From an optimization exercise on the open Yosys and OpenROAD flow, aimed at small area and a short achievable clock period; shortcuts taken in it are not production practice.
RTL that was checked went through simulation tests only; none was proved equivalent to the original.
The RTL of runs 1 to 4 was laid out without a check of its function.
The clock input has no modelled driver; a real chip could not lean on it and would need a root buffer or a full tree.
No activity file was given, so power comes from the tool's default toggle rates.

`flow/config.mk`:
```
export PLATFORM = sky130hd
export DESIGN_NAME = frameReadout
export DESIGN_NICKNAME = frameReadout
export VERILOG_FILES = /design/flow/design.v
export SDC_FILE = /design/flow/constraint.sdc
export NUM_CORES = 4
export LEC_CHECK = 0
export CAP_MARGIN = 20
export CORE_MARGIN = 2
export CORE_UTILIZATION = 40
export CTS_BUF_LIST = sky130_fd_sc_hd__clkbuf_16
export CTS_CLUSTER_DIAMETER = 60
export CTS_CLUSTER_SIZE = 30
export SETUP_SLACK_MARGIN = 3.2
export SLEW_MARGIN = 20
```
`flow/constraint.sdc`:
```
create_clock -name core_clock -period 5.0 [get_ports {clk}]
set_input_delay 1.0000 -clock core_clock [delete_from_list [all_inputs] [get_ports {clk}]]
set_output_delay 1.0000 -clock core_clock [all_outputs]
set_load 0.01 [all_outputs]
```
`flow/design.v`:
```
`default_nettype none
package frameReadoutPkg;
	localparam int NumChan = 5;
	localparam int FrameWords = 18;
	localparam int AdrWidth = 5;
	localparam int ChanWidth = 3;
	localparam int DataWidth = 8;
	localparam int RingA = 16;
	localparam int RingB = 2;
	localparam int SlotWidth = 8;
	localparam logic [SlotWidth-1:0] SlotFirst = 8'd199;  
	localparam logic [SlotWidth-1:0] SlotLast = 8'd166;   
	localparam logic [AdrWidth-1:0] WordLast = AdrWidth'(FrameWords - 1);
endpackage
`default_nettype wire
`timescale 1ns/1ns
`default_nettype none
module strobeSync (
	input logic clk,
	input logic rst,
	input logic [frameReadoutPkg::NumChan-1:0] strobe,
	input logic [frameReadoutPkg::NumChan-1:0] grant,
	output logic [frameReadoutPkg::NumChan-1:0] pending
);
	logic [frameReadoutPkg::NumChan-1:0] syncA;
	logic [frameReadoutPkg::NumChan-1:0] syncB;
	logic [frameReadoutPkg::NumChan-1:0] strobePrev;
	logic [frameReadoutPkg::NumChan-1:0] rise;
	assign rise = syncB & ~strobePrev;
	always_ff @(posedge clk or negedge rst) begin
		if (!rst) begin
			syncA <= '0;
			syncB <= '0;
			strobePrev <= '0;
			pending <= '0;
		end else begin
			syncA <= strobe;
			syncB <= syncA;
			strobePrev <= syncB;  
			pending <= (pending & ~grant) | rise;
		end
	end
endmodule
`default_nettype wire
`timescale 1ns/1ns
`default_nettype none
module readSequencer (
	input logic clk,
	input logic rst,
	input logic [frameReadoutPkg::NumChan-1:0] pending,
	output logic [frameReadoutPkg::NumChan-1:0] grant,
	output logic busy,
	output logic [frameReadoutPkg::SlotWidth-1:0] slotCnt,
	output logic [frameReadoutPkg::AdrWidth-1:0] wordCnt,
	output logic [frameReadoutPkg::NumChan-1:0] chanSel
);
	logic reading;
	logic busyOut;  
	logic frameEnd;
	logic [frameReadoutPkg::NumChan-1:0] lowest;
	logic slotEnd;
	assign lowest = pending & (~pending + 1'b1);
	assign grant = reading ? '0 : lowest;  
	assign busy = busyOut;
	assign slotEnd = (slotCnt == frameReadoutPkg::SlotLast);
	always_ff @(posedge clk or negedge rst) begin
		if (!rst) begin
			reading <= 1'b0;
		end else if (!reading) begin
			reading <= |pending;
		end else if (slotEnd && (wordCnt == frameReadoutPkg::WordLast)) begin
			reading <= 1'b0;  
		end
	end
	assign frameEnd = slotEnd && (wordCnt == frameReadoutPkg::WordLast);
	always_ff @(posedge clk or negedge rst) begin
		if (!rst) begin
			busyOut <= 1'b0;
		end else if (!busyOut) begin
			busyOut <= |pending;
		end else if (frameEnd) begin
			busyOut <= 1'b0;
		end
	end
	always_ff @(posedge clk) begin
		if (!reading) begin
			slotCnt <= frameReadoutPkg::SlotFirst;
			wordCnt <= '0;
			chanSel <= lowest;
		end else if (slotEnd) begin
			slotCnt <= frameReadoutPkg::SlotFirst;
			wordCnt <= wordCnt + 1'b1;
		end else begin
			slotCnt <= slotCnt + 1'b1;
		end
	end
endmodule
`default_nettype wire
`timescale 1ns/1ns
`default_nettype none
module frameBuffer (
	input logic clk,
	input logic wrEn,
	input logic [frameReadoutPkg::ChanWidth-1:0] wrChan,
	input logic [frameReadoutPkg::AdrWidth-1:0] wrAdr,
	input logic [frameReadoutPkg::DataWidth-1:0] wrData,
	input logic [frameReadoutPkg::NumChan-1:0] rdChan,  
	input logic [frameReadoutPkg::AdrWidth-1:0] rdAdr,
	input logic [frameReadoutPkg::SlotWidth-1:0] slotCnt,
	output logic [frameReadoutPkg::DataWidth-1:0] byteOutN  
);
	localparam int NC = frameReadoutPkg::NumChan;
	localparam int DW = frameReadoutPkg::DataWidth;
	localparam int RA = frameReadoutPkg::RingA;
	localparam int RB = frameReadoutPkg::RingB;
	logic [DW-1:0] ringA [NC][RA];
	logic [DW-1:0] ringB [NC][RB];
	logic [3:0] phase;
	logic [NC-1:0] wrSel;
	logic [NC-1:0] wrSelN;
	logic [3:0] posHi;
	logic [3:0] posHiN;
	logic [3:0] posLo;
	logic [3:0] posLoN;
	logic [RB-1:0] posB;
	logic [RB-1:0] posBN;
	logic [DW-1:0] wrByte;
	logic [DW-1:0] wrByteN;
	logic fwdHit;
	logic [DW-1:0] dataRegN;
	logic adrOk;
	logic [NC-1:0] chanDec;
	logic [3:0] adrLo;    
	logic [3:0] adrHi;    
	logic [3:0] phaseLo;  
	logic [3:0] phaseHi;  
	logic borrow;
	logic [3:0] hiSame;   
	logic [3:0] hiNext;
	logic [3:0] loNext;
	logic [RB-1:0] bNext;
	logic capPre;
	logic fwdWin;
	logic tapHitA;  
	logic tapHitB;
	logic [NC-1:0] tapSelA;
	logic [NC-1:0] tapSelB;
	logic [DW-1:0] tapRawN;
	logic [DW-1:0] ring0 [NC][RA+RB];  
	logic [DW-1:0] ringD [NC][RA+RB];
	assign adrOk = ~wrAdr[4] | (wrAdr[3:1] == 3'd0);
	always_comb begin
		for (int c = 0; c < NC; c++) begin
			chanDec[c] = (wrChan == frameReadoutPkg::ChanWidth'(c));
		end
		for (int i = 0; i < 4; i++) begin
			adrLo[i] = (wrAdr[1:0] == 2'(i));
			adrHi[i] = (wrAdr[3:2] == 2'(i));
			phaseLo[i] = (phase[1:0] == 2'(i));
			phaseHi[i] = (phase[3:2] == 2'(i));
		end
	end
	always_comb begin
		borrow = 1'b0;
		for (int j = 0; j < 4; j++) begin
			for (int k = 0; k < j; k++) begin
				borrow = borrow | (adrLo[j] & phaseLo[k]);
			end
		end
		for (int i = 0; i < 4; i++) begin
			loNext[i] = 1'b0;
			hiSame[i] = 1'b0;
			for (int j = 0; j < 4; j++) begin
				loNext[i] = loNext[i] | (adrLo[j] & phaseLo[(j + i) % 4]);
				hiSame[i] = hiSame[i] | (adrHi[j] & phaseHi[(j + i) % 4]);
			end
		end
		for (int i = 0; i < 4; i++) begin
			hiNext[i] = ~wrAdr[4] & (borrow ? hiSame[(i + 1) % 4] : hiSame[i]);
		end
		for (int q = 0; q < RB; q++) begin
			bNext[q] = wrAdr[4] & ((wrAdr[0] ^ phase[0]) == 1'(q));
		end
	end
	assign capPre = slotCnt[7] & slotCnt[6] & (slotCnt[5] ^ slotCnt[4]);  
	assign fwdWin = capPre & ~(slotCnt == 8'd239);
	always_ff @(posedge clk) begin
		phase <= phase + 1'b1;
		wrSel <= chanDec & {NC{wrEn & adrOk}};
		wrSelN <= ~(chanDec & {NC{wrEn & adrOk}});
		posHi <= hiNext;
		posHiN <= ~hiNext;
		posLo <= loNext;
		posLoN <= ~loNext;
		posB <= bNext;
		posBN <= ~bNext;
		wrByte <= wrData;
		wrByteN <= ~wrData;
		fwdHit <= wrEn & fwdWin & ((chanDec & rdChan) != '0) & (wrAdr == rdAdr);
	end
	always_comb begin
		for (int c = 0; c < NC; c++) begin
			for (int p = 0; p < RA; p++) begin
				ring0[c][p] = ringA[c][p];
			end
			for (int q = 0; q < RB; q++) begin
				ring0[c][RA + q] = ringB[c][q];
			end
		end
	end
	for (genvar c = 0; c < NC; c++) begin : g_chan
		for (genvar p = 0; p < RA + RB; p++) begin : g_place
			logic hit;
			logic miss;
			logic [DW-1:0] prev;
			logic [DW-1:0] wr;
			if (p < RA) begin : g_a
				assign hit = wrSel[c] & posHi[p / 4] & posLo[p % 4];
				assign miss = wrSelN[c] | posHiN[p / 4] | posLoN[p % 4];
				assign prev = ring0[c][(p + RA - 1) % RA];
			end else begin : g_b
				assign hit = wrSel[c] & posB[p - RA];
				assign miss = wrSelN[c] | posBN[p - RA];
				assign prev = ring0[c][RA + ((p - RA) ^ 1)];
			end
			assign wr = (p % 2 == 1) ? wrByte : wrByteN;
			assign ringD[c][p] = ~((prev | {DW{hit}}) & ({DW{miss}} | wr));
		end
	end
	always_ff @(posedge clk) begin
		for (int c = 0; c < NC; c++) begin
			for (int p = 0; p < RA; p++) begin
				ringA[c][p] <= ringD[c][p];
			end
			for (int q = 0; q < RB; q++) begin
				ringB[c][q] <= ringD[c][RA + q];
			end
		end
	end
	always_ff @(posedge clk) begin
		tapHitA <= capPre & ~rdAdr[4] & (rdAdr[3:0] == phase);
		tapHitB <= capPre & rdAdr[4] & (rdAdr[0] == phase[0]);
	end
	assign tapSelA = rdChan & {NC{tapHitA}};
	assign tapSelB = rdChan & {NC{tapHitB}};
	always_comb begin
		tapRawN = '0;
		for (int c = 0; c < NC; c++) begin
			tapRawN = tapRawN | (ringA[c][15] & {DW{tapSelA[c]}}) | (ringB[c][1] & {DW{tapSelB[c]}});
		end
	end
	always_ff @(posedge clk) begin
		if (fwdHit) begin
			dataRegN <= wrByteN;
		end else if (tapHitA | tapHitB) begin
			dataRegN <= tapRawN;
		end
	end
	assign byteOutN = dataRegN;
endmodule
`default_nettype wire
`timescale 1ns/1ns
`default_nettype none
module uartTx (
	input logic clk,
	input logic rst,
	input logic reading,
	input logic [frameReadoutPkg::SlotWidth-1:0] slotCnt,
	input logic [frameReadoutPkg::DataWidth-1:0] byteInN,  
	output logic txd
);
	logic [3:0] bitNo;
	logic txdLow;  
	assign bitNo = slotCnt[7:4];
	always_ff @(posedge clk or negedge rst) begin
		if (!rst) begin
			txdLow <= 1'b0;  
		end else if (!reading) begin
			txdLow <= 1'b0;
		end else if (bitNo[3]) begin
			txdLow <= (bitNo == 4'd15);
		end else begin
			txdLow <= byteInN[bitNo[2:0]];  
		end
	end
	assign txd = ~txdLow;
endmodule
`default_nettype wire
`timescale 1ns/1ns
`default_nettype none
module frameReadout (
	input logic clk,
	input logic rst,
	input logic [frameReadoutPkg::NumChan-1:0] strobe,
	input logic wrEn,
	input logic [frameReadoutPkg::ChanWidth-1:0] wrChan,
	input logic [frameReadoutPkg::AdrWidth-1:0] wrAdr,
	input logic [frameReadoutPkg::DataWidth-1:0] wrData,
	output logic txd,
	output logic busy
);
	logic [frameReadoutPkg::NumChan-1:0] pending;
	logic [frameReadoutPkg::NumChan-1:0] grant;
	logic [frameReadoutPkg::DataWidth-1:0] byteOutN;
	logic [frameReadoutPkg::SlotWidth-1:0] slotCnt;
	logic [frameReadoutPkg::AdrWidth-1:0] wordCnt;
	logic [frameReadoutPkg::NumChan-1:0] chanSel;
	strobeSync i_strobeSync (
		.clk(clk),
		.rst(rst),
		.strobe(strobe),
		.grant(grant),
		.pending(pending)
	);
	readSequencer i_readSequencer (
		.clk(clk),
		.rst(rst),
		.pending(pending),
		.grant(grant),
		.busy(busy),
		.slotCnt(slotCnt),
		.wordCnt(wordCnt),
		.chanSel(chanSel)
	);
	frameBuffer i_frameBuffer (
		.clk(clk),
		.wrEn(wrEn),
		.wrChan(wrChan),
		.wrAdr(wrAdr),
		.wrData(wrData),
		.rdChan(chanSel),
		.rdAdr(wordCnt),
		.slotCnt(slotCnt),
		.byteOutN(byteOutN)
	);
	uartTx i_uartTx (
		.clk(clk),
		.rst(rst),
		.reading(busy),
		.slotCnt(slotCnt),
		.byteInN(byteOutN),
		.txd(txd)
	);
endmodule
`default_nettype wire
```
`flow/flow/run.sh`:
```
#!/bin/bash
set -euo pipefail
here=$(pwd)
res=$here/orfs/results/sky130hd/frameReadout/base
bash standard.sh cts > standard_cts.log 2>&1
CTS_ODB=$res/4_cts.odb OUT_ODB=$res/4_cts.odb openroad -no_init -exit flow/unroot.tcl > unroot.log 2>&1
bash standard.sh finish > standard_finish.log 2>&1
```
`flow/flow/unroot.tcl`:
```
# Drop the clock tree's root buffer and let the clock port drive its loads, when they are few.
set db_file $::env(CTS_ODB)
read_db $db_file
set block [ord::get_db_block]
set port_net [[$block findBTerm clk] getNet]
set loads {}
foreach it [$port_net getITerms] { lappend loads $it }
puts "clock port loads: [llength $loads]"
if {[llength $loads] == 1} {
  set root [[lindex $loads 0] getInst]
  set out_net ""
  foreach it [$root getITerms] {
    if {[$it isOutputSignal]} { set out_net [$it getNet] }
  }
  set subs {}
  foreach it [$out_net getITerms] { if {[$it isInputSignal]} { lappend subs $it } }
  puts "root [$root getName] ([[$root getMaster] getName]) drives [llength $subs] pins"
  if {[llength $subs] <= 4} {
    foreach it $subs { $it disconnect; $it connect $port_net }
    odb::dbInst_destroy $root
    odb::dbNet_destroy $out_net
    puts "root buffer removed"
    write_db $::env(OUT_ODB)
  }
}
```
`flow/standard.sh`:
```
#!/bin/bash
# synth_recipe.tcl (not shown) runs the flow's synth.tcl, then flattens the netlist and writes it again
# the make line also repeats each setting of config.mk as NAME=value (left out here)
make -C /OpenROAD-flow-scripts/flow DESIGN_CONFIG=/design/flow/config.mk WORK_HOME=/design/flow/orfs CLKGATE_MAP_FILE= SYNTH_SCRIPT=/design/flow/synth_recipe.tcl "${@:-finish}"
```
==> run summary, run 1 <==
status: finished clean
met1 usage: 30.9%
syn_nets: 2351
Initial DRT Pass Iterations: 7
Slew @ Worst Pin: 1110 ps
DRT iter0 DRCs: 2084
reg2reg path depth: 2
critical-path cell list: inv_1 > buf_2
Final Setup Violations: 0
clock network fraction of design power: 34.2%
final period utilization: 38.8%
Clock Tree Root: clkbuf_16
leakage: 10.5 nW
hold buffers post-CTS: 0
Multi-input gate area: 7310 µm²
I/O pins: 26
Pwr per Cell Area: 448 nW/µm²
Internal: 9.08 mW
port bufs: 25
Skew-Pair Late Insertion Delay: 430 ps
Syn-to-layout area delta: 7.49%
Placed Cells: 2878
flop2flop setup slack: 3180 ps
CP delay by family, top: flip-flops
average cell area after synthesis: 10.9 µm²
CP max-delay cell: dfrtp_1
Clock Sinks: 822
initial antenna violation count: 6
Max Fclk: 516 MHz
Fin Hold WS: 357 ps
Longest Clk Path Bufs: 3
Layout fillers: 5861
Worst VDD drop: 0.000422 V
HPWL after detailed placement: 40.1 mm
Worst slew margin: 26.0%
fin area: 27300 µm²
final wirelength: 75.1 mm
post-synthesis register bit count: 822
NetSw: 3.13 mW
vias per cell: 6.13
M2 GR Usage: 33.6%
origin of the worst setup path: i_uartTx.txdLow$_DFF_PN0_
Seq pwr share: 60.6%
EDFF count, synth: 13
initial core utilization: 40.3%
Final Hold Vio Count: 0
DRT antenna net count: 0
Yosys cell types: 57
Die Y: 256 µm
GRT Util Overall: 22.1%
TNS Setup: 0 ps
Worst Hold Class: reg -> reg
power share of the combinational group: 5.1%
CP Class: reg -> out
startpoint types: flip-flop
register area share after synthesis: 65.9%
Worst Path Required: 4000 ps
RSZ-0062 raised after global routing: yes
synthesized instance count: 2317
core area: 62900 µm²
GRT overflow: 0
WL/cell: 25.3 µm
Pwr Total: 12.2 mW
pin count of the biggest net entering global routing: 47
final non-filler cell total: 2968
crit-path max FO: 1
Final WS setup: 3060 ps
Worst-path clk slew: 90 ps
switching share of power: 25.7%
CTS tree: yes
synth warn: 8
met3 Use GR: 4.68%
Crit Reg-Reg Endpoint: i_frameBuffer.ringA[67][6]$_DFF_P_
final core utilization: 43.4%
NumNets Final: 2124
CTS Buf Count: 44
CP endpoint: txd
grt peak-use layer: met2
GP Congestion: 0.848
max-slew violation count: 0
row count: 92
register area: 16800 µm²
Worst Path Buf+Inv: 2
dpl cell area: 25600 µm²
Worst path depth: 2
final clock skew: 30.9 ps
max cap viols: 0
Crit. End Element: output port
die area: 65400 µm²
critical path arrival: 940 ps
RR Startpoint: i_frameBuffer.posHiN[0]$_DFF_P_
Remaining DRCs: 0
Async SR Flop Fraction: 2.80%
synthesized cell area: 25400 µm²
first-pass GRT wire length: 112 mm
Crit path largest cell delay: 370 ps
H-tree levels: 2
pre-CTS WS: 2300 ps
Via Count: 18195
Die Width: 256 µm
prevailing post-synth register cell: dfxtp_1
layout cell share with drive strength beyond 1: 7.87%
vias in the first global route: 17895
minimum clock period: 1940 ps
-- kinds of logic after synthesis --
family                   after synthesis  synth area share [%]
XOR/XNOR                              26                 0.898
multiplexers                           9                 0.469
buffers and inverters                357                  5.56
flip-flops                           822                  65.9
AND/OR/NAND/NOR                      287                  6.49
adder cells (fa/ha/maj)               10                 0.493
AO/OA/AOI/OAI                        806                  20.2
-- repair_timing --
item                       4_1_cts  5_1_grt
gates cloned                     0        0
buffers inserted                11        2
gates resized for setup         20       27
setup endpoints to repair       55      197
pin swaps                        0        7
hold endpoints to repair         0        0
-- registers in the layout, summed over array words and instances, names as in the netlist, 4 cells and up --
register                 flops
i_frameBuffer.ringA        640
i_frameBuffer.wrSel          5
i_frameBuffer.posHi          4
i_strobeSync.strobePrev      5
i_readSequencer.slotCnt      8
i_readSequencer.wordCnt      5
i_frameBuffer.posLo          4
i_frameBuffer.dataRegN       8
i_frameBuffer.phase          4
i_strobeSync.pending         5
i_readSequencer.chanSel      5
i_frameBuffer.wrByteN        8
i_frameBuffer.posLoN         4
i_strobeSync.syncB           5
i_frameBuffer.posHiN         4
i_frameBuffer.ringB         80
i_frameBuffer.wrSelN         5
i_strobeSync.syncA           5
i_frameBuffer.wrByte         8
-- cells in the final DEF (no fill, tap or decap), drive strengths merged, types with 3 or more instances in the layout --
cell type / instances
dfxtp: 786
o22ai: 720
and3: 84
or3: 82
inv: 55
clkbuf: 49
nand2: 47
buf: 28
dfrtp: 23
o21ai: 22
a22oi: 21
nor2: 20
xnor2: 19
a222oi: 16
clkdlybuf4s50: 15
edfxtp: 13
or2: 13
and2: 12
clkinv: 12
ha: 10
a21oi: 9
xor2: 7
nor3: 6
nand2b: 4
o21a: 4
mux2i: 4
nand3: 4
nor2b: 4
mux2: 3
nand4: 3
-- layout make-up --
class | count | area share [%]
inverters | 35 | 0.482
diodes | 1 | 0.00918
well taps | 846 | 3.88
clock buffers | 44 | 4.04
clock inverters | 32 | 1.61
flip-flops and latches | 822 | 61.5
repair buffers | 50 | 1.64
multi-input cells | 1138 | 26.8
-- worst min-delay path by stage --
stage          slack (ps)  cells after the start                              end                            start
3_3_place_gp          330                      0  i_strobeSync.syncB[4]$_DFF_PN0_  i_strobeSync.syncA[4]$_DFF_PN0_
6_report              360                      0  i_strobeSync.syncB[3]$_DFF_PN0_  i_strobeSync.syncA[3]$_DFF_PN0_
2_1_floorplan         330                      0  i_strobeSync.syncB[0]$_DFF_PN0_  i_strobeSync.syncA[0]$_DFF_PN0_
5_1_grt               370                      0  i_strobeSync.syncB[3]$_DFF_PN0_  i_strobeSync.syncA[3]$_DFF_PN0_
3_5_place_dp          340                      0  i_strobeSync.syncB[3]$_DFF_PN0_  i_strobeSync.syncA[3]$_DFF_PN0_
4_1_cts               360                      0  i_strobeSync.syncB[3]$_DFF_PN0_  i_strobeSync.syncA[3]$_DFF_PN0_
-- synth_stat cells (all sizes together), types with 2 or more instances --
cell type	count	area share, %
dfxtp	786	62
o22ai	720	18
clkbuf	296	4.6
and3	84	2.1
or3	82	2.0
nand2	47	0.70
inv	35	0.52
buf	26	0.48
dfrtp	23	2.3
o21ai	22	0.43
a22oi	21	0.62
nor2	20	0.31
xnor2	19	0.66
a222oi	16	0.63
edfxtp	13	1.5
or2	13	0.32
and2	12	0.30
ha	10	0.49
a21oi	9	0.18
xor2	7	0.24
nor3	6	0.12
mux2i	4	0.16
nand2b	4	0.099
nand3	4	0.079
nor2b	4	0.099
o21a	4	0.12
mux2	3	0.13
nand4	3	0.074
a21o	2	0.059
a31o	2	0.069
a31oi	2	0.049
mux4	2	0.18
o31ai	2	0.079
-- metal layers --
metal,routed length (µm),vias to the layer above
met3,7520,184
li1,-,8135
met4,2550,2
met2,32800,1024
met1,32200,8850
met5,28,-
-- power by group through the flow --
stage                     logic, mW  clock network, mW  registers, mW
after floorplan               0.480                  0           7.29
after global placement        0.587                  0           7.52
after detailed placement      0.609                  0           7.53
after CTS                     0.610               4.31           7.38
after global routing          0.679               4.48           7.44
final                         0.626               4.18           7.40
==> inputs of run 2 (changes only) <==
--- a/flow/config.mk
+++ b/flow/config.mk
@@ -11,5 +11,5 @@
 export CTS_BUF_LIST = sky130_fd_sc_hd__clkbuf_16
 export CTS_CLUSTER_DIAMETER = 60
 export CTS_CLUSTER_SIZE = 30
-export SETUP_SLACK_MARGIN = 3.2
+export SETUP_SLACK_MARGIN = 3.1
 export SLEW_MARGIN = 20
==> run 2 against run 1 <==
Largest power group unchanged; worst hold slack better by 5.4 ps; critical path type unchanged; power grew 0.53%; sequential share of layout area decreased by 0.14 points; routed wire length decreased by 0.39%; sequential power is essentially flat; via count down 0.38%; setup slack improved by 0.94 ps.
==> run summary, run 2 <==
GRT overflow: 0 (unchanged)
Reg with most FFs: i_frameBuffer.ringA
CTS tree: yes
GP Congestion: 0.842 (-0.68%)
DRT antenna net count: 0 (unchanged)
final period utilization: 38.8% (about the same)
syn_nets: 2351 (unchanged)
Worst VDD drop: 0.000343 V (-19%)
Largest regs: i_frameBuffer.ringA x640, i_frameBuffer.ringB x80
most frequent cells in the layout: dfxtp_1, o22ai_1, and3_1
most common cell after layout, fill and taps aside: dfxtp_1
max reg flops: 640 (unchanged)
register area share after synthesis: 65.9% (unchanged)
Syn-to-layout area delta: 7.65%
Final Setup Violations: 0 (unchanged)
area fraction of the dominant cell type after synthesis: 62.1% (unchanged)
EDFF count, synth: 13 (unchanged)
Initial DRT Pass Iterations: 8 (+1)
initial core utilization: 40.3% (unchanged)
prevailing post-synth register cell: dfxtp_1
DRT iter0 DRCs: 2087 (+0.14%)
GRT Util Overall: 22.0% (-0.13 points)
die area: 65400 µm² (unchanged)
Skew-Pair Late Insertion Delay: 430 ps (about the same)
TNS Setup: 0 ps (unchanged)
Yosys cell types: 57 (unchanged)
first-pass GRT wire length: 111 mm (-0.78%)
area leader, netlist: dfxtp_1
Pwr per Cell Area: 450 nW/µm² (+0.37%)
synth warn: 8 (unchanged)
vias in the first global route: 17721 (-0.97%)
most frequent cells after synthesis: dfxtp_1, o22ai_1, clkbuf_1
Die Y: 256 µm (unchanged)
crit-path max FO: 2 (+1)
Die Width: 256 µm (unchanged)
layout cell share with drive strength beyond 1: 7.62% (-0.26 points)
Max Fclk: 516 MHz (about the same)
Remaining DRCs: 0 (unchanged)
synthesized cell area: 25400 µm² (unchanged)
hold buffers post-CTS: 0 (unchanged)
dominant cells by area after synthesis: dfxtp_1, o22ai_1, clkbuf_1
status: finished clean
max cap viols: 0 (unchanged)
NumNets Final: 2129 (+0.24%)
HPWL after detailed placement: 40.1 mm (+0.16%)
port bufs: 25 (unchanged)
Clock Sinks: 822 (unchanged)
row count: 92 (unchanged)
initial antenna violation count: 6 (unchanged)
Worst-path clk slew: 100 ps (about the same)
WL/cell: 25.1 µm (-0.59%)
critical path arrival: 940 ps (about the same)
max-slew violation count: 0 (unchanged)
Longest Clk Path Bufs: 3 (unchanged)
critical-path cell list: buf_2
most numerous cell in the Yosys netlist: dfxtp_1
final clock skew: 29.8 ps (-1.13 ps)
Layout fillers: 5863 (+0.034%)
Crit. End Element: output port
post-synthesis register bit count: 822 (unchanged)
Via Count: 18126 (-0.38%)
Worst Path Required: 4000 ps (about the same)
CP delay by family, top: flip-flops
I/O pins: 26 (unchanged)
CTS Buf Count: 44 (unchanged)
Final WS setup: 3060 ps (+0.940 ps)
Worst Hold Class: reg -> reg
Crit path largest cell delay: 390 ps (+20 ps)
vias per cell: 6.09 (-0.58%)
Slew @ Worst Pin: 1230 ps (+117 ps)
average cell area after synthesis: 10.9 µm² (unchanged)
H-tree levels: 2 (unchanged)
Async SR Flop Fraction: 2.80% (unchanged)
Worst Path Buf+Inv: 1 (-1)
core area: 62900 µm² (unchanged)
pre-CTS WS: 2330 ps (+24.9 ps)
Worst slew margin: 18.2% (-7.8 points)
startpoint types: flip-flop
final wirelength: 74.8 mm (-0.39%)
pin count of the biggest net entering global routing: 47 (unchanged)
RSZ-0062 raised after global routing: yes
Final Hold Vio Count: 0 (unchanged)
Clock Tree Root: clkbuf_16
synthesized instance count: 2317 (unchanged)
minimum clock period: 1940 ps (-0.940 ps)
dpl cell area: 25500 µm² (about the same)
CP max-delay cell: dfrtp_1
leakage: 10.5 nW (+0.46%)
fin area: 27300 µm² (+0.16%)
CP Class: reg -> out
[run 2: cell counts after synthesis]
No cell type changed its count.
[run 2: through the flow]
stage,utilization [%],power [mW],hold slack [ps],instances
floorplan,-,7.77,331,2317
global placement,40.6,8.11,333,2880
detailed placement,40.6,8.13,336,2880
CTS,43.4,12.4,359,2971
global route,43.4,12.7,369,2974
finish,43.4,12.3,362,2974
[run 2: kinds of logic after synthesis]
family	after synthesis	synth area share (%)
AO/OA/AOI/OAI	806	20.2
XOR/XNOR	26	0.898
adder cells (fa/ha/maj)	10	0.493
buffers and inverters	357	5.56
flip-flops	822	65.9
multiplexers	9	0.469
AND/OR/NAND/NOR	287	6.49
[run 2: area by class of cell]
type                    count  area, µm²  area share [%]
repair buffers             55        484            1.77
flip-flops and latches    822      16700            61.4
multi-input cells        1138       7280            26.7
inverters                  35        131           0.481
clock inverters            31        442            1.62
clock buffers              46       1150            4.22
diodes                      1       2.50         0.00917
well taps                 846       1060            3.88
[run 2: final timing paths]
path	depth (start not counted)	from	slack (ps)	to
worst max-delay path	1	i_readSequencer.busyOut$_DFF_PN0_	3060	busy
worst min-delay path	0	i_strobeSync.syncA[3]$_DFF_PN0_	360	i_strobeSync.syncB[3]$_DFF_PN0_
worst max register to register	2	i_frameBuffer.posHi[3]$_DFF_P_	3110	i_frameBuffer.ringA[30][4]$_DFF_P_
worst min register to register	0	i_strobeSync.syncA[3]$_DFF_PN0_	360	i_strobeSync.syncB[3]$_DFF_PN0_
max in group asynchronous	1	rst	4130	i_readSequencer.busyOut$_DFF_PN0_
min in group asynchronous	1	rst	530	i_strobeSync.pending[0]$_DFF_PN0_
[run 2: per-layer routing]
| metal | vias up | track usage, % | share of wire (%) |
|---|---|---|---|
| met5 | - | 0 | 0 |
| met4 | 0 | 7.36 | 2.9 |
| met3 | 160 | 3.92 | 9.8 |
| met2 | 976 | 34.2 | 45 |
| met1 | 8854 | 30.8 | 43 |
| li1 | 8136 | - | - |
[run 2: where the power goes]
| group | internal (mW) | switching [mW] |
|---|---|---|
| clock network | 1.93 | 2.32 |
| logic | 0.267 | 0.367 |
| registers | 7.01 | 0.374 |
[run 2: timing repair]
item                                   in CTS  in global routing
endpoints found under the hold margin       0                  0
gates resized for setup                    12                 17
setup endpoints to repair                  28                 29
pin swaps                                   0                  0
setup buffers                              13                  3
==> inputs of run 3 (changes only) <==
==> flow/flow/run.sh (replaced) <==
#!/bin/bash
# Standard layout, except for the clock tree: after CTS its root buffer is dropped, so the clock
# port drives the tree's first level (4 pins), and both remaining levels become inverters.
set -euo pipefail
here=$(pwd)
res=$here/orfs/results/sky130hd/frameReadout/base
bash standard.sh cts > standard_cts.log 2>&1
CTS_ODB=$res/4_cts.odb OUT_ODB=$res/4_cts.odb openroad -no_init -exit flow/invtree.tcl > invtree.log 2>&1
bash standard.sh finish > standard_finish.log 2>&1
==> flow/flow/invtree.tcl (new file) <==
read_db $::env(CTS_ODB)
set block [ord::get_db_block]

proc out_net {inst} {
  foreach it [$inst getITerms] { if {[$it isOutputSignal]} { return [$it getNet] } }
  return "NULL"
}
proc in_loads {net} {
  set r {}
  foreach it [$net getITerms] { if {[$it isInputSignal]} { lappend r $it } }
  return $r
}
proc is_clkbuf {inst} { return [string match "sky130_fd_sc_hd__clkbuf_*" [[$inst getMaster] getName]] }

set port_net [[$block findBTerm clk] getNet]
set loads [$port_net getITerms]
if {[llength $loads] != 1} { puts "clock port drives [llength $loads] pins: left as is"; exit 0 }
set root [[lindex $loads 0] getInst]
set root_net [out_net $root]
set mids [in_loads $root_net]
if {![is_clkbuf $root] || [llength $mids] > 4} { puts "root drives [llength $mids] pins: left as is"; exit 0 }
# every load of a first-level buffer must be a buffer, so both levels can be inverted
set leaves {}
foreach it $mids {
  set mid [$it getInst]
  if {![is_clkbuf $mid]} { puts "first level [$mid getName] is not a buffer: left as is"; exit 0 }
  set n [out_net $mid]
  if {$n eq "NULL"} { puts "first level [$mid getName] drives nothing: left as is"; exit 0 }
  foreach l [in_loads $n] {
    if {![is_clkbuf [$l getInst]]} { puts "[[$l getInst] getName] under [$mid getName] is not a buffer: left as is"; exit 0 }
    lappend leaves [$l getInst]
  }
}

proc to_inv {inst master_name} {
  set block [ord::get_db_block]
  set m [[ord::get_db] findMaster $master_name]
  set a [[$inst findITerm A] getNet]
  set x [[$inst findITerm X] getNet]
  set loc [$inst getLocation]
  set name [$inst getName]
  odb::dbInst_destroy $inst
  set n [odb::dbInst_create $block $m "${name}_inv"]
  $n setLocation [lindex $loc 0] [lindex $loc 1]
  $n setPlacementStatus PLACED
  [$n findITerm A] connect $a
  [$n findITerm Y] connect $x
  foreach it [$n getITerms] {
    set sig [[$it getMTerm] getSigType]
    if {$sig eq "POWER"} { $it connect [$block findNet VDD] }
    if {$sig eq "GROUND"} { $it connect [$block findNet VSS] }
  }
}

foreach it $mids { $it disconnect; $it connect $port_net }
odb::dbInst_destroy $root
odb::dbNet_destroy $root_net
puts "root buffer removed; clock port drives [llength $mids] pins"
set nleaf 0
foreach l $leaves {
  # dummy loads that CTS added drive nothing; they stay buffers
  if {[out_net $l] eq "NULL"} { continue }
  to_inv $l sky130_fd_sc_hd__clkinv_8
  incr nleaf
}
foreach it $mids { to_inv [$it getInst] sky130_fd_sc_hd__clkinv_16 }
puts "inverted [llength $mids] first-level and $nleaf second-level buffers"
detailed_placement
check_placement
write_db $::env(OUT_ODB)
--- a/flow/config.mk
+++ b/flow/config.mk
@@ -11,5 +11,5 @@
 export CTS_BUF_LIST = sky130_fd_sc_hd__clkbuf_16
 export CTS_CLUSTER_DIAMETER = 60
 export CTS_CLUSTER_SIZE = 30
-export SETUP_SLACK_MARGIN = 3.1
+export SETUP_SLACK_MARGIN = 3.2
 export SLEW_MARGIN = 20
removed: flow/flow/unroot.tcl
==> run 3 against run 2 <==
Power up 0.27%; routed wire length up 0.58%; combinational power about the same; global-route usage up 0.24 points; fmax down 9.4%; clock power about the same; cell area about the same; via count up 0.52%; sequential cell count unchanged; synthesized cell count unchanged; cell count down 0.13%; sequential share of layout area about the same; critical endpoint is now txd.
==> run summary, run 3 <==
synthesized instance count: 2317 (unchanged)
area leader, netlist: dfxtp_1
Placed Cells: 2878 (-0.069%)
Die Width: 256 µm (unchanged)
Remaining DRCs: 0 (unchanged)
Max Fclk: 467 MHz (-9.4%)
NumNets Final: 2125 (-0.19%)
Yosys cell types: 57 (unchanged)
synthesized cell area: 25400 µm² (unchanged)
Worst Hold Class: in -> async
final wirelength: 75.2 mm (+0.58%)
GRT overflow: 0 (unchanged)
Multi-input gate area: 7310 µm² (+0.50%)
Worst VDD drop: 0.000422 V (+23%)
vias per cell: 6.14 (+0.66%)
CP Class: reg -> out
Crit. End Element: output port
Async SR Flop Fraction: 2.80% (unchanged)
CTS Buf Count: 44 (unchanged)
final clock skew: 27.2 ps (-2.54 ps)
crit-path max FO: 1 (-1)
syn_nets: 2351 (unchanged)
die area: 65400 µm² (unchanged)
most frequent cells in the layout: dfxtp_1, o22ai_1, and3_1
I/O pins: 26 (unchanged)
most frequent cells after synthesis: dfxtp_1, o22ai_1, clkbuf_1
WL/cell: 25.3 µm (+0.72%)
max cap viols: 0 (unchanged)
startpoint types: flip-flop
Slew @ Worst Pin: 1100 ps (-121 ps)
max reg flops: 640 (unchanged)
Final Hold Vio Count: 0 (unchanged)
first-pass GRT wire length: 112 mm (+0.90%)
Seq pwr share: 60.1% (about the same)
HPWL after detailed placement: 40.1 mm (-0.16%)
critical-path cell list: inv_1 > buf_2
register area: 16800 µm² (about the same)
TNS Setup: 0 ps (unchanged)
Clock Tree Root: clkbuf_16
DRT iter0 DRCs: 2255 (+8.0%)
most common cell after layout, fill and taps aside: dfxtp_1
row count: 92 (unchanged)
Clock Sinks: 822 (unchanged)
pin count of the biggest net entering global routing: 47 (unchanged)
post-synthesis register bit count: 822 (unchanged)
Internal: 9.11 mW (-1.0%)
average cell area after synthesis: 10.9 µm² (unchanged)
Final Setup Violations: 0 (unchanged)
EDFF count, synth: 13 (unchanged)
power share of the combinational group: 5.1% (about the same)
Die Y: 256 µm (unchanged)
DRT antenna net count: 0 (unchanged)
origin of the worst setup path: i_uartTx.txdLow$_DFF_PN0_
initial antenna violation count: 8 (+2)
Worst-path clk slew: 90 ps (about the same)
Reg with most FFs: i_frameBuffer.ringA
Longest Clk Path Bufs: 3 (unchanged)
status: finished clean
Via Count: 18221 (+0.52%)
Syn-to-layout area delta: 7.64% (about the same)
CTS tree: yes
Skew-Pair Late Insertion Delay: 620 ps (+190 ps)
CP max-delay cell: dfrtp_1
most numerous cell in the Yosys netlist: dfxtp_1
GRT Util Overall: 22.2% (+0.24 points)
max-slew violation count: 0 (unchanged)
switching share of power: 25.9% (+0.98 points)
Worst slew margin: 26.2% (+8.0 points)
fin area: 27300 µm² (about the same)
hold buffers post-CTS: 0 (unchanged)
minimum clock period: 2140 ps (+202 ps)
dominant cells by area after synthesis: dfxtp_1, o22ai_1, clkbuf_1
synth warn: 8 (unchanged)
register area share after synthesis: 65.9% (unchanged)
final period utilization: 42.8% (+4.0 points)
Initial DRT Pass Iterations: 6 (-2)
critical path arrival: 1140 ps (+200 ps)
dpl cell area: 25600 µm² (about the same)
NetSw: 3.19 mW (+4.2%)
reg2reg path depth: 2 (unchanged)
Layout fillers: 5861 (-0.034%)
layout cell share with drive strength beyond 1: 7.78% (+0.16 points)
port bufs: 25 (unchanged)
H-tree levels: 2 (unchanged)
initial core utilization: 40.3% (unchanged)
Worst Path Required: 4000 ps (about the same)
Largest regs: i_frameBuffer.ringA x640, i_frameBuffer.ringB x80
clock network fraction of design power: 34.7% (about the same)
prevailing post-synth register cell: dfxtp_1
Crit path largest cell delay: 370 ps (-20 ps)
vias in the first global route: 17902 (+1.0%)
Fin Hold WS: 345 ps (-17.6 ps)
GP Congestion: 0.848 (+0.69%)
final non-filler cell total: 2970 (-0.13%)
Pwr per Cell Area: 451 nW/µm² (+0.29%)
RR Startpoint: i_frameBuffer.posHiN[0]$_DFF_P_
leakage: 10.5 nW (-0.31%)
area fraction of the dominant cell type after synthesis: 62.1% (unchanged)
RSZ-0062 raised after global routing: yes
core area: 62900 µm² (unchanged)
run 3: critical path, delay by kind of cell (launching register included):
kind | cells | cell delay [ps]
buffers and inverters | 2 | 170
flip-flops | 1 | 370
run 3: per-layer routing:
layer / share of wire, % / GRT usage [%]
met1: 43 / 31.1
met2: 44 / 33.6
met3: 10 / 4.69
met4: 3.6 / 8.56
met5: 0.017 / 0
run 3: stage by stage:
stage	power (mW)	utilization, %	setup WS [ps]
2_1_floorplan	7.77	-	3100
3_3_place_gp	8.11	40.7	2350
3_5_place_dp	8.14	40.7	2300
4_1_cts	12.3	43.3	2840
5_1_grt	12.7	43.4	2820
6_report	12.3	43.4	2860
run 3: final timing paths:
| path | endpoint | slack [ps] |
|---|---|---|
| setup / recovery | txd | 2860 |
| hold / removal | i_readSequencer.busyOut$_DFF_PN0_ | 340 |
| setup reg to reg | i_frameBuffer.ringA[67][6]$_DFF_P_ | 3200 |
| hold reg to reg | i_strobeSync.syncB[3]$_DFF_PN0_ | 360 |
| max in group asynchronous | i_strobeSync.strobePrev[4]$_DFF_PN0_ | 4320 |
| min in group core_clock | i_strobeSync.syncB[3]$_DFF_PN0_ | 360 |
run 3: timing repair:
| item | in CTS | in global routing |
|---|---|---|
| resized for setup | 20 | 21 |
| buffers inserted | 11 | 2 |
| setup endpoints to repair | 55 | 182 |
| pin swaps | 0 | 6 |
| gates cloned | 0 | 0 |
run 3: kinds of logic after synthesis:
family | synth area share, %
flops | 65.9
compound gates | 20.2
buf+inv | 5.56
simple gates | 6.49
xor+xnor | 0.898
fa+ha+maj | 0.493
mux | 0.469
run 3: layout make-up:
| class | instances | share of cell area (%) |
|---|---|---|
| diodes | 2 | 0.0183 |
| repair buffers | 50 | 1.68 |
| clock inverters | 32 | 1.60 |
| multi-input cells | 1138 | 26.8 |
| inverters | 35 | 0.481 |
| well taps | 846 | 3.88 |
| clock buffers | 45 | 4.13 |
| flip-flops and latches | 822 | 61.4 |
run 3: power groups by stage:
stage	clock network, mW	registers (mW)	logic, mW
global route	4.57	7.44	0.687
finish	4.27	7.40	0.633
CTS	4.31	7.38	0.610
detailed placement	0	7.53	0.609
global placement	0	7.52	0.587
floorplan	0	7.29	0.480
==> inputs of run 4 (changes only) <==
--- a/flow/flow/invtree.tcl
+++ b/flow/flow/invtree.tcl
@@ -27,8 +27,11 @@
   set n [out_net $mid]
   if {$n eq "NULL"} { puts "first level [$mid getName] drives nothing: left as is"; exit 0 }
   foreach l [in_loads $n] {
-    if {![is_clkbuf [$l getInst]]} { puts "[[$l getInst] getName] under [$mid getName] is not a buffer: left as is"; exit 0 }
-    lappend leaves [$l getInst]
+    set li [$l getInst]
+    # dummy loads that CTS added drive nothing; they stay as they are
+    if {[out_net $li] eq "NULL"} { continue }
+    if {![is_clkbuf $li]} { puts "[$li getName] under [$mid getName] is not a buffer: left as is"; exit 0 }
+    lappend leaves $li
   }
 }
 
@@ -58,8 +61,6 @@
 puts "root buffer removed; clock port drives [llength $mids] pins"
 set nleaf 0
 foreach l $leaves {
-  # dummy loads that CTS added drive nothing; they stay buffers
-  if {[out_net $l] eq "NULL"} { continue }
   to_inv $l sky130_fd_sc_hd__clkinv_8
   incr nleaf
 }
--- a/flow/config.mk
+++ b/flow/config.mk
@@ -11,5 +11,5 @@
 export CTS_BUF_LIST = sky130_fd_sc_hd__clkbuf_16
 export CTS_CLUSTER_DIAMETER = 60
 export CTS_CLUSTER_SIZE = 30
-export SETUP_SLACK_MARGIN = 3.2
+export SETUP_SLACK_MARGIN = 3.3
 export SLEW_MARGIN = 20
==> run 4 against run 3 <==
Still clean; register-to-register slack gained 30 ps; routed wire length decreased by 0.55%; sequential share of layout area increased by 0.47 points; cell count up 0.27%; largest power group unchanged; highest routed layer is now met4.
==> run summary, run 4 <==
beginning of the worst hold path: i_strobeSync.syncA[1]$_DFF_PN0_
EDFF count, synth: 13 (unchanged)
final clock skew: 35.7 ps (+8.49 ps)
area leader, netlist: dfxtp_1
die area: 65400 µm² (unchanged)
Initial DRT Pass Iterations: 6 (unchanged)
CP Class: reg -> out
HPWL after detailed placement: 39.9 mm (-0.41%)
most common cell after layout, fill and taps aside: dfxtp_1
Crit. End Element: output port
Reg with most FFs: i_frameBuffer.ringA
prevailing post-synth register cell: dfxtp_1
Remaining DRCs: 0 (unchanged)
max-slew violation count: 0 (unchanged)
Placed Cells: 2879 (+0.035%)
flop2flop setup slack: 3230 ps (+30 ps)
Clock Sinks: 822 (unchanged)
syn_nets: 2351 (unchanged)
final period utilization: 36.2% (-6.6 points)
DRT antenna net count: 0 (unchanged)
most frequent cells in the layout: dfxtp_1, o22ai_1, and3_1
GP Congestion: 0.848 (about the same)
Pwr per Cell Area: 422 nW/µm² (-6.5%)
Max Fclk: 552 MHz (+18%)
pre-CTS WS: 2330 ps (+26.7 ps)
Async SR Flop Fraction: 2.80% (unchanged)
register area share after synthesis: 65.9% (unchanged)
dominant cells by area after synthesis: dfxtp_1, o22ai_1, clkbuf_1
GRT Util Overall: 22.1% (-0.12 points)
synthesized cell area: 25400 µm² (unchanged)
GRT overflow: 0 (unchanged)
Worst Path Required: 4000 ps (about the same)
NumNets Final: 2130 (+0.24%)
Worst Hold Class: reg -> reg
I/O pins: 26 (unchanged)
M2 GR Usage: 33.5% (-0.15 points)
status: finished clean
area fraction of the dominant cell type after synthesis: 62.1% (unchanged)
Syn-to-layout area delta: 6.86%
startpoint types: flip-flop
Die Width: 256 µm (unchanged)
WL/cell: 25.1 µm (-0.82%)
minimum clock period: 1810 ps (-329 ps)
max reg flops: 640 (unchanged)
Skew-Pair Late Insertion Delay: 310 ps (-310 ps)
vias in the first global route: 17934 (+0.18%)
post-synthesis register bit count: 822 (unchanged)
synth warn: 8 (unchanged)
final wirelength: 74.8 mm (-0.55%)
Worst VDD drop: 0.000345 V (-18%)
final non-filler cell total: 2978 (+0.27%)
Largest regs: i_frameBuffer.ringA x640, i_frameBuffer.ringB x80
initial core utilization: 40.3% (unchanged)
Final Hold Vio Count: 0 (unchanged)
Crit Reg-Reg Endpoint: i_frameBuffer.dataRegN[1]$_DFFE_PP_
Worst-path clk slew: 100 ps (about the same)
row count: 92 (unchanged)
RR Startpoint: i_readSequencer.chanSel[1]$_DFFE_PN_
reg2reg path depth: 5 (+3)
final core utilization: 43.1% (-0.31 points)
initial antenna violation count: 7 (-1)
Via Count: 18120 (-0.55%)
met1 usage: 30.8% (-0.31 points)
leakage: 10.4 nW (-1.5%)
average cell area after synthesis: 10.9 µm² (unchanged)
met3 Use GR: 4.78% (+0.089 points)
crit-path max FO: 1 (unchanged)
RSZ-0062 raised after global routing: yes
TNS Setup: 0 ps (unchanged)
critical path arrival: 810 ps (-330 ps)
Yosys cell types: 57 (unchanged)
hold buffers post-CTS: 0 (unchanged)
most frequent cells after synthesis: dfxtp_1, o22ai_1, clkbuf_1
grt peak-use layer: met2
vias per cell: 6.08 (-0.82%)
pin count of the biggest net entering global routing: 47 (unchanged)
Final WS setup: 3190 ps (+329 ps)
core area: 62900 µm² (unchanged)
most numerous cell in the Yosys netlist: dfxtp_1
port bufs: 25 (unchanged)
hold endpoint: i_strobeSync.syncB[1]$_DFF_PN0_
Final Setup Violations: 0 (unchanged)
layout cell share with drive strength beyond 1: 8.96% (+1.2 points)
max cap viols: 0 (unchanged)
first-pass GRT wire length: 111 mm (-0.38%)
Die Y: 256 µm (unchanged)
DRT iter0 DRCs: 2147 (-4.8%)
synthesized instance count: 2317 (unchanged)
Worst slew margin: 34.0% (+7.7 points)
Slew @ Worst Pin: 990 ps (-115 ps)
WHS Path Cells: 0
## run 4: cell counts after synthesis
No cell type changed its count.
## run 4: worst max-delay path by stage
stage,cells after the start,end,start,slack [ps]
after CTS,2,txd,i_uartTx.txdLow$_DFF_PN0_,2840
after global routing,2,txd,i_uartTx.txdLow$_DFF_PN0_,3140
after floorplan,4,i_frameBuffer.wrSelN[4]$_DFF_P_,wrAdr[1],3100
after global placement,5,i_frameBuffer.posHiN[0]$_DFF_P_,wrAdr[0],2370
final,2,txd,i_uartTx.txdLow$_DFF_PN0_,3190
after detailed placement,5,i_frameBuffer.posHiN[0]$_DFF_P_,wrAdr[0],2330
## run 4: cells by family after synthesis
logic type	synth area share, %
DFF	65.9
AOI/OAI and AO/OA	20.2
buffers and inverters	5.56
and+or+nand+nor	6.49
xor gates and xnor gates	0.898
adders and majority gates	0.493
muxes	0.469
## run 4: layout make-up
| type | count | area [µm²] |
|---|---|---|
| inverters | 79 | 902 |
| fillers | 5858 | 35800 |
| diodes | 1 | 2.50 |
| repair buffers | 55 | 510 |
| clock inverters | 35 | 429 |
| well taps | 846 | 1060 |
| flip-flops and latches | 822 | 16800 |
| clock buffers | 2 | 50.0 |
| multi-input cells | 1138 | 7370 |
## run 4: worst max-delay path: stages, from the launching register on
cell     delay (ps)
dfrtp_1         370
inv_1            40
buf_2           120
## run 4: repair_timing
item | CTS | global route
endpoints found under the setup margin | 626 | 44
pin swaps | 5 | 27
resized for setup | 34 | 57
setup buffers | 14 | 3
## run 4: power breakdown
group          switching [mW]  internal (mW)
Sequential              0.379           7.01
Combinational           0.370          0.282
Clock                    2.69          0.690
Total                    3.44           7.99
## run 4: metrics by stage
stage	power (mW)	instance area (µm²)	hold WS, ps
2_1_floorplan	7.77	25400	331
3_3_place_gp	8.11	25600	332
3_5_place_dp	8.13	25600	335
4_1_cts	12.4	27300	358
5_1_grt	11.8	27100	366
6_report	11.4	27100	356
## run 4: per-layer routing
| metal | vias up | wire length, µm |
|---|---|---|
| met5 | - | 0 |
| met1 | 8807 | 31900 |
| met3 | 205 | 7560 |
| met4 | 0 | 2920 |
| li1 | 8130 | - |
| met2 | 978 | 32400 |
==> inputs of run 5 (changes only) <==
--- a/flow/design.v
+++ b/flow/design.v
@@ -141,8 +141,6 @@
 	logic [RB-1:0] bNext;
 	logic capPre;
 	logic fwdWin;
-	logic tapHitA;  
-	logic tapHitB;
 	logic [NC-1:0] tapSelA;
 	logic [NC-1:0] tapSelB;
 	logic [DW-1:0] tapRawN;
@@ -238,11 +236,9 @@
 		end
 	end
 	always_ff @(posedge clk) begin
-		tapHitA <= capPre & ~rdAdr[4] & (rdAdr[3:0] == phase);
-		tapHitB <= capPre & rdAdr[4] & (rdAdr[0] == phase[0]);
+		tapSelA <= rdChan & {NC{capPre & ~rdAdr[4] & (rdAdr[3:0] == phase)}};
+		tapSelB <= rdChan & {NC{capPre & rdAdr[4] & (rdAdr[0] == phase[0])}};
 	end
-	assign tapSelA = rdChan & {NC{tapHitA}};
-	assign tapSelB = rdChan & {NC{tapHitB}};
 	always_comb begin
 		tapRawN = '0;
 		for (int c = 0; c < NC; c++) begin
@@ -252,7 +248,7 @@
 	always_ff @(posedge clk) begin
 		if (fwdHit) begin
 			dataRegN <= wrByteN;
-		end else if (tapHitA | tapHitB) begin
+		end else if ((tapSelA | tapSelB) != '0) begin
 			dataRegN <= tapRawN;
 		end
 	end
--- a/flow/config.mk
+++ b/flow/config.mk
@@ -11,5 +11,5 @@
 export CTS_BUF_LIST = sky130_fd_sc_hd__clkbuf_16
 export CTS_CLUSTER_DIAMETER = 60
 export CTS_CLUSTER_SIZE = 30
-export SETUP_SLACK_MARGIN = 3.3
+export SETUP_SLACK_MARGIN = 3.4
 export SLEW_MARGIN = 20
==> run 5 against run 4 <==
Setup slack better by 19 ps; cell count is 0.30% lower; cell area rose by 1.4%; clock skew grew 18 ps; clock power shrank 2%; die area up 0.81%; critical endpoint unchanged; highest routed layer unchanged.
==> run summary, run 5 <==
status: finished clean
Syn-to-layout area delta: 7.49%
switching share of power: 30.1% (+0.032 points)
area fraction of the dominant cell type after synthesis: 62.2% (+0.12 points)
syn_nets: 2353 (+0.085%)
final core utilization: 43.6% (+0.45 points)
Skew-Pair Late Insertion Delay: 320 ps (about the same)
most frequent cells after synthesis: dfxtp_1, o22ai_1, clkbuf_1
CP max-delay cell: dfrtp_1
RR Startpoint: i_frameBuffer.phase[3]$_DFF_P_
clock network fraction of design power: 28.2% (-1.4 points)
Worst Path Required: 4000 ps (about the same)
area leader, netlist: dfxtp_1
Worst VDD drop: 0.000360 V (+4.3%)
Yosys cell types: 56 (-1.8%)
Clock Sinks: 830 (+0.97%)
Final Hold Vio Count: 0 (unchanged)
dominant cells by area after synthesis: dfxtp_1, o22ai_1, clkbuf_1
GRT overflow: 0 (unchanged)
Worst Hold Class: reg -> reg
CP Class: reg -> out
Via Count: 18006 (-0.63%)
register area share after synthesis: 66.0% (+0.088 points)
crit-path max FO: 1 (unchanged)
prevailing post-synth register cell: dfxtp_1
Die Y: 257 µm (+0.40%)
average cell area after synthesis: 11.0 µm² (+0.74%)
final period utilization: 35.8% (-0.38 points)
hold buffers post-CTS: 0 (unchanged)
fin area: 27500 µm² (+1.4%)
most numerous cell in the Yosys netlist: dfxtp_1
WHS Path Cells: 0 (unchanged)
dpl cell area: 25800 µm² (+0.77%)
Pwr Total: 11.7 mW (+2.7%)
hold endpoint: i_strobeSync.syncB[4]$_DFF_PN0_
Worst Path Buf+Inv: 2 (unchanged)
final clock skew: 53.5 ps (+17.8 ps)
beginning of the worst hold path: i_strobeSync.syncA[4]$_DFF_PN0_
NumNets Final: 2124 (-0.28%)
origin of the worst setup path: i_uartTx.txdLow$_DFF_PN0_
Reg with most FFs: i_frameBuffer.ringA
Worst-path clk slew: 90 ps (about the same)
layout cell share with drive strength beyond 1: 10.8% (+1.8 points)
max reg flops: 640 (unchanged)
initial antenna violation count: 5 (-2)
vias in the first global route: 17793 (-0.79%)
TNS Setup: 0 ps (unchanged)
Die Width: 257 µm (+0.40%)
most frequent cells in the layout: dfxtp_1, o22ai_1, and3_1
GP Congestion: 0.886 (+4.6%)
Crit Reg-Reg Endpoint: i_frameBuffer.tapSelA[1]$_DFF_P_
synthesized cell area: 25600 µm² (+0.82%)
first-pass GRT wire length: 112 mm (+0.37%)
Worst path depth: 2 (unchanged)
minimum clock period: 1790 ps (-19.0 ps)
critical-path cell list: inv_1 > buf_2
Seq pwr share: 64.6% (about the same)
WL/cell: 25.6 µm (+1.8%)
Crit path largest cell delay: 370 ps (about the same)
Internal: 8.20 mW (+2.6%)
Max Fclk: 558 MHz (+1.1%)
initial core utilization: 40.5% (+0.18 points)
CP delay by family, top: flip-flops
core area: 63100 µm² (+0.37%)
port bufs: 25 (unchanged)
Worst slew margin: 36.0% (+2.0 points)
RSZ-0062 raised after global routing: yes
most common cell after layout, fill and taps aside: dfxtp_1
die area: 65900 µm² (+0.81%)
HPWL after detailed placement: 40.9 mm (+2.6%)
row count: 92 (unchanged)
max-slew violation count: 0 (unchanged)
GRT Util Overall: 22.1% (+0.031 points)
flop2flop setup slack: 3340 ps (+110 ps)
startpoint types: flip-flop
Initial DRT Pass Iterations: 5 (-1)
reg2reg path depth: 4 (-1)
Largest regs: i_frameBuffer.ringA x640, i_frameBuffer.ringB x80
Slew @ Worst Pin: 961 ps (-29.8 ps)
pin count of the biggest net entering global routing: 47 (unchanged)
post-synthesis register bit count: 830 (+0.97%)
Pwr per Cell Area: 427 nW/µm² (+1.2%)
EDFF count, synth: 13 (unchanged)
critical path arrival: 790 ps (-20 ps)
final wirelength: 76.0 mm (+1.5%)
max cap viols: 0 (unchanged)
leakage: 10.5 nW (+0.98%)
Final Setup Violations: 0 (unchanged)
NetSw: 3.53 mW (+2.8%)
DRT antenna net count: 0 (unchanged)
Crit. End Element: output port
DRT iter0 DRCs: 1925 (-10%)
I/O pins: 26 (unchanged)
power share of the combinational group: 7.2% (+1.5 points)
vias per cell: 6.06 (-0.33%)
synth warn: 8 (unchanged)
synthesized instance count: 2319 (+0.086%)
Remaining DRCs: 0 (unchanged)
Fin Hold WS: 357 ps (+0.784 ps)
Async SR Flop Fraction: 2.77% (-0.027 points)
[run 5: layout make-up]
type / count / area, µm²
fillers: 5924 / 35600
multi-input cells: 1134 / 7620
repair buffers: 47 / 474
inverters: 77 / 882
well taps: 846 / 1060
diodes: 1 / 2.50
flip-flops and latches: 830 / 17000
clock inverters: 34 / 454
[run 5: routing by layer]
metal	wire, µm	track usage, %	share of wire (%)
met5	0	0	0
met4	2590	7.83	3.4
met2	33400	34.1	44
met3	6930	4.48	9.1
met1	33000	30.7	43
[run 5: through the flow]
stage / setup slack, ps / cells
6_report: 3210 / 2969
5_1_grt: 3140 / 2969
2_1_floorplan: 3100 / 2319
4_1_cts: 2840 / 2957
3_3_place_gp: 2390 / 2878
3_5_place_dp: 2320 / 2878
[run 5: power by group through the flow]
stage,Clock (mW),Sequential (mW),Combinational (mW)
global placement,0,7.69,0.717
CTS,4.30,7.56,0.757
finish,3.30,7.58,0.847
global route,3.63,7.62,0.914
floorplan,0,7.40,0.615
detailed placement,0,7.69,0.737
[run 5: what timing repair did]
item	CTS	global route
endpoints found under the setup margin	615	291
setup buffers	1	12
endpoints found under the hold margin	0	0
pin swaps	1	28
gates resized for setup	55	115
[run 5: cell families after synthesis]
group,Yosys count,share of synthesized area (%)
buf+inv,355,5.47
xor+xnor,26,0.891
mux,17,0.817
simple gates,284,6.59
flops,830,66.0
fa+ha+maj,10,0.489
compound gates,797,19.8
[run 5: worst max-delay path by stage]
stage | to | slack (ps)
after detailed placement | i_frameBuffer.posHiN[2]$_DFF_P_ | 2320
final | txd | 3210
after global placement | i_frameBuffer.posHiN[2]$_DFF_P_ | 2390
after floorplan | i_frameBuffer.wrSelN[4]$_DFF_P_ | 3100
after CTS | txd | 2840
after global routing | txd | 3140
[run 5: worst reg2reg max path, cell delays in order, from the launching register on]
cell and delay [ps]:
dfxtp_1 650, xor2_1 120, nor4_1 390, and3_1 300, and2_1 140
==> inputs of run 6 (changes only) <==
--- a/flow/config.mk
+++ b/flow/config.mk
@@ -11,5 +11,5 @@
 export CTS_BUF_LIST = sky130_fd_sc_hd__clkbuf_16
 export CTS_CLUSTER_DIAMETER = 60
 export CTS_CLUSTER_SIZE = 30
-export SETUP_SLACK_MARGIN = 3.4
+export SETUP_SLACK_MARGIN = 3.2
 export SLEW_MARGIN = 20
==> run 6 against run 5 <==
Setup slack worse by 20 ps; combinational power shrank 8.6%; sequential share of layout area increased by 0.64 points; critical path depth fell by 1.
==> run summary, run 6 <==
startpoint types: flip-flop
Crit Reg-Reg Endpoint: i_frameBuffer.dataRegN[1]$_DFFE_PP_
Worst VDD drop: 0.000353 V (-1.9%)
Initial DRT Pass Iterations: 6 (+1)
Pwr per Cell Area: 430 nW/µm² (+0.81%)
initial antenna violation count: 3 (-2)
leakage: 10.4 nW (-0.82%)
max-slew violation count: 0 (unchanged)
Worst Path Required: 4000 ps (about the same)
RR Startpoint: i_frameBuffer.tapSelA[2]$_DFF_P_
beginning of the worst hold path: i_strobeSync.syncA[4]$_DFF_PN0_
minimum clock period: 1810 ps (+20.3 ps)
NumNets Final: 2121 (-0.14%)
Clock Sinks: 830 (unchanged)
crit-path max FO: 2 (+1)
GP Congestion: 0.867 (-2.1%)
Async SR Flop Fraction: 2.77% (unchanged)
area leader, netlist: dfxtp_1
average cell area after synthesis: 11.0 µm² (unchanged)
most frequent cells in the layout: dfxtp_1, o22ai_1, and3_1
pin count of the biggest net entering global routing: 47 (unchanged)
most frequent cells after synthesis: dfxtp_1, o22ai_1, clkbuf_1
Placed Cells: 2883 (+0.17%)
WHS Path Cells: 0 (unchanged)
Layout fillers: 5954 (+0.51%)
status: finished clean
Final WS setup: 3190 ps (-20.3 ps)
Syn-to-layout area delta: 6.05%
synth warn: 8 (unchanged)
vias in the first global route: 17783 (-0.056%)
dominant cells by area after synthesis: dfxtp_1, o22ai_1, clkbuf_1
core area: 63100 µm² (unchanged)
CP Class: reg -> out
register area share after synthesis: 66.0% (unchanged)
hold buffers post-CTS: 0 (unchanged)
Max Fclk: 552 MHz (-1.1%)
Largest regs: i_frameBuffer.ringA x640, i_frameBuffer.ringB x80
Final Hold Vio Count: 0 (unchanged)
Final Setup Violations: 0 (unchanged)
Skew-Pair Late Insertion Delay: 320 ps (about the same)
hold endpoint: i_strobeSync.syncB[4]$_DFF_PN0_
CP delay by family, top: flip-flops
post-synthesis register bit count: 830 (unchanged)
DRT antenna net count: 0 (unchanged)
max reg flops: 640 (unchanged)
flop2flop setup slack: 3260 ps (-80 ps)
RSZ-0062 raised after global routing: yes
I/O pins: 26 (unchanged)
DRT iter0 DRCs: 2029 (+5.4%)
Worst Hold Class: reg -> reg
reg2reg path depth: 4 (unchanged)
CP max-delay cell: dfrtp_1
Reg with most FFs: i_frameBuffer.ringA
final clock skew: 46.1 ps (-7.37 ps)
area fraction of the dominant cell type after synthesis: 62.2% (unchanged)
dpl cell area: 25800 µm² (+0.13%)
pre-CTS WS: 2390 ps (+63.2 ps)
Crit path largest cell delay: 400 ps (+30 ps)
Yosys cell types: 56 (unchanged)
final non-filler cell total: 2968 (-0.034%)
critical path arrival: 810 ps (+20 ps)
Slew @ Worst Pin: 922 ps (-38.5 ps)
Die Y: 257 µm (unchanged)
GRT Util Overall: 21.9% (-0.21 points)
most numerous cell in the Yosys netlist: dfxtp_1
most common cell after layout, fill and taps aside: dfxtp_1
EDFF count, synth: 13 (unchanged)
max cap viols: 0 (unchanged)
Worst slew margin: 38.5% (+2.6 points)
vias per cell: 6.05 (-0.19%)
Worst-path clk slew: 90 ps (about the same)
row count: 92 (unchanged)
first-pass GRT wire length: 111 mm (-0.52%)
syn_nets: 2353 (unchanged)
initial core utilization: 40.5% (unchanged)
WL/cell: 25.1 µm (-1.7%)
layout cell share with drive strength beyond 1: 7.83% (-3.0 points)
final period utilization: 36.2% (+0.41 points)
final wirelength: 74.6 mm (-1.7%)
TNS Setup: 0 ps (unchanged)
Via Count: 17966 (-0.22%)
Crit. End Element: output port
Die Width: 257 µm (unchanged)
synthesized instance count: 2319 (unchanged)
critical-path cell list: buf_6
die area: 65900 µm² (unchanged)
Remaining DRCs: 0 (unchanged)
port bufs: 25 (unchanged)
synthesized cell area: 25600 µm² (unchanged)
fin area: 27100 µm² (-1.3%)
prevailing post-synth register cell: dfxtp_1
HPWL after detailed placement: 40.6 mm (-0.77%)
GRT overflow: 0 (unchanged)
Pwr Total: 11.7 mW (-0.54%)
Worst Path Buf+Inv: 1 (-1)
run 6: layer usage:
layer	vias up	global-route usage [%]	part of all wire, %	wire length [µm]
met2	884	34.0	44	33200
met5	-	0	0	0
met3	204	4.08	8.9	6640
met4	0	7.09	3.2	2370
li1	8105	-	-	-
met1	8773	30.8	43	32400
run 6: cell type report:
| cell class | instances | area [µm²] | area share, % |
|---|---|---|---|
| repair buffers | 42 | 385 | 1.42 |
| well taps | 846 | 1060 | 3.90 |
| clock buffers | 1 | 25.0 | 0.0923 |
| multi-input cells | 1134 | 7360 | 27.2 |
| diodes | 1 | 2.50 | 0.00923 |
| inverters | 79 | 915 | 3.37 |
| clock inverters | 35 | 435 | 1.61 |
| flip-flops and latches | 830 | 16900 | 62.4 |
run 6: cell families (layout without fill, tap and decap cells):
kind of cell	count (synthesis)	after routing	share of synthesized area, %
DFF	830	830	66.0
AOI/OAI and AO/OA	797	797	19.8
buffers and inverters	355	157	5.47
and+or+nand+nor	284	284	6.59
xor gates and xnor gates	26	26	0.891
muxes	17	17	0.817
adders and majority gates	10	10	0.489
other	0	1	0
run 6: how the worst max path moves through the flow:
stage	startpoint	depth (start not counted)	slack [ps]	end
final	i_readSequencer.busyOut$_DFF_PN0_	1	3190	busy
after CTS	i_readSequencer.busyOut$_DFF_PN0_	1	2830	busy
after detailed placement	wrAdr[0]	5	2390	i_frameBuffer.posHiN[0]$_DFF_P_
after global placement	wrAdr[0]	5	2400	i_frameBuffer.posHiN[2]$_DFF_P_
after global routing	i_uartTx.txdLow$_DFF_PN0_	2	3140	txd
after floorplan	wrAdr[1]	4	3100	i_frameBuffer.wrSelN[4]$_DFF_P_
run 6: power breakdown:
part	leakage (nW)	switching, mW	total (mW)	internal, mW
logic	2.78	0.409	0.774	0.365
clock network	0.546	2.70	3.36	0.657
registers	7.05	0.425	7.54	7.11
total	10.4	3.53	11.7	8.13
run 6: what timing repair did:
action                                  4_1_cts  5_1_grt
endpoints found under the setup margin      170       34
setup buffers                                 1        2
pin swaps                                     0        3
gates resized for setup                      24       36
run 6: metrics by stage:
| step | util (%) | hold slack, ps |
|---|---|---|
| 2_1_floorplan | - | 331 |
| 3_3_place_gp | 40.9 | 333 |
| 3_5_place_dp | 40.9 | 340 |
| 4_1_cts | 43.5 | 361 |
| 5_1_grt | 43.0 | 370 |
| 6_report | 43.0 | 360 |

## port drivers added, routing unchanged
No port has a modelled driver above. Below, the same layouts with a new extraction and two added sets of constraints.
Step 1 assumes that a clkbuf_16 drives the clock port and a buf_2 every other input.
Step 2 times the ports against the registers' clock, not the clock port: input delays grow and output delays shrink by t, the midpoint of the rising clock arrivals with the driver on.
Slacks: ideal / step 1 / step 2; pairs: ideal / step 1.
run	t, ns	setup slack, ns	latest minus earliest clock arrival (ns)	slew at the worst register clock pin (ns)
run 1	0.546	3.061 / 2.930 / 2.640	0.033 / 0.033	0.11 / 0.11
run 2	0.532	3.062 / 2.940 / 2.714	0.046 / 0.046	0.11 / 0.11
run 3	0.673	2.860 / 2.796 / 2.626	0.032 / 0.031	0.11 / 0.11
run 4	0.550	3.189 / 2.926 / 2.884	0.040 / 0.042	0.12 / 0.12
run 5	0.536	3.208 / 2.959 / 2.895	0.054 / 0.055	0.12 / 0.12
run 6	0.551	3.188 / 2.930 / 2.919	0.048 / 0.048	0.11 / 0.12
After both steps every run listed still meets setup and hold. The setup slack of run 1, which loses most, moves by -0.131 ns with the drivers and by -0.421 ns with both steps.
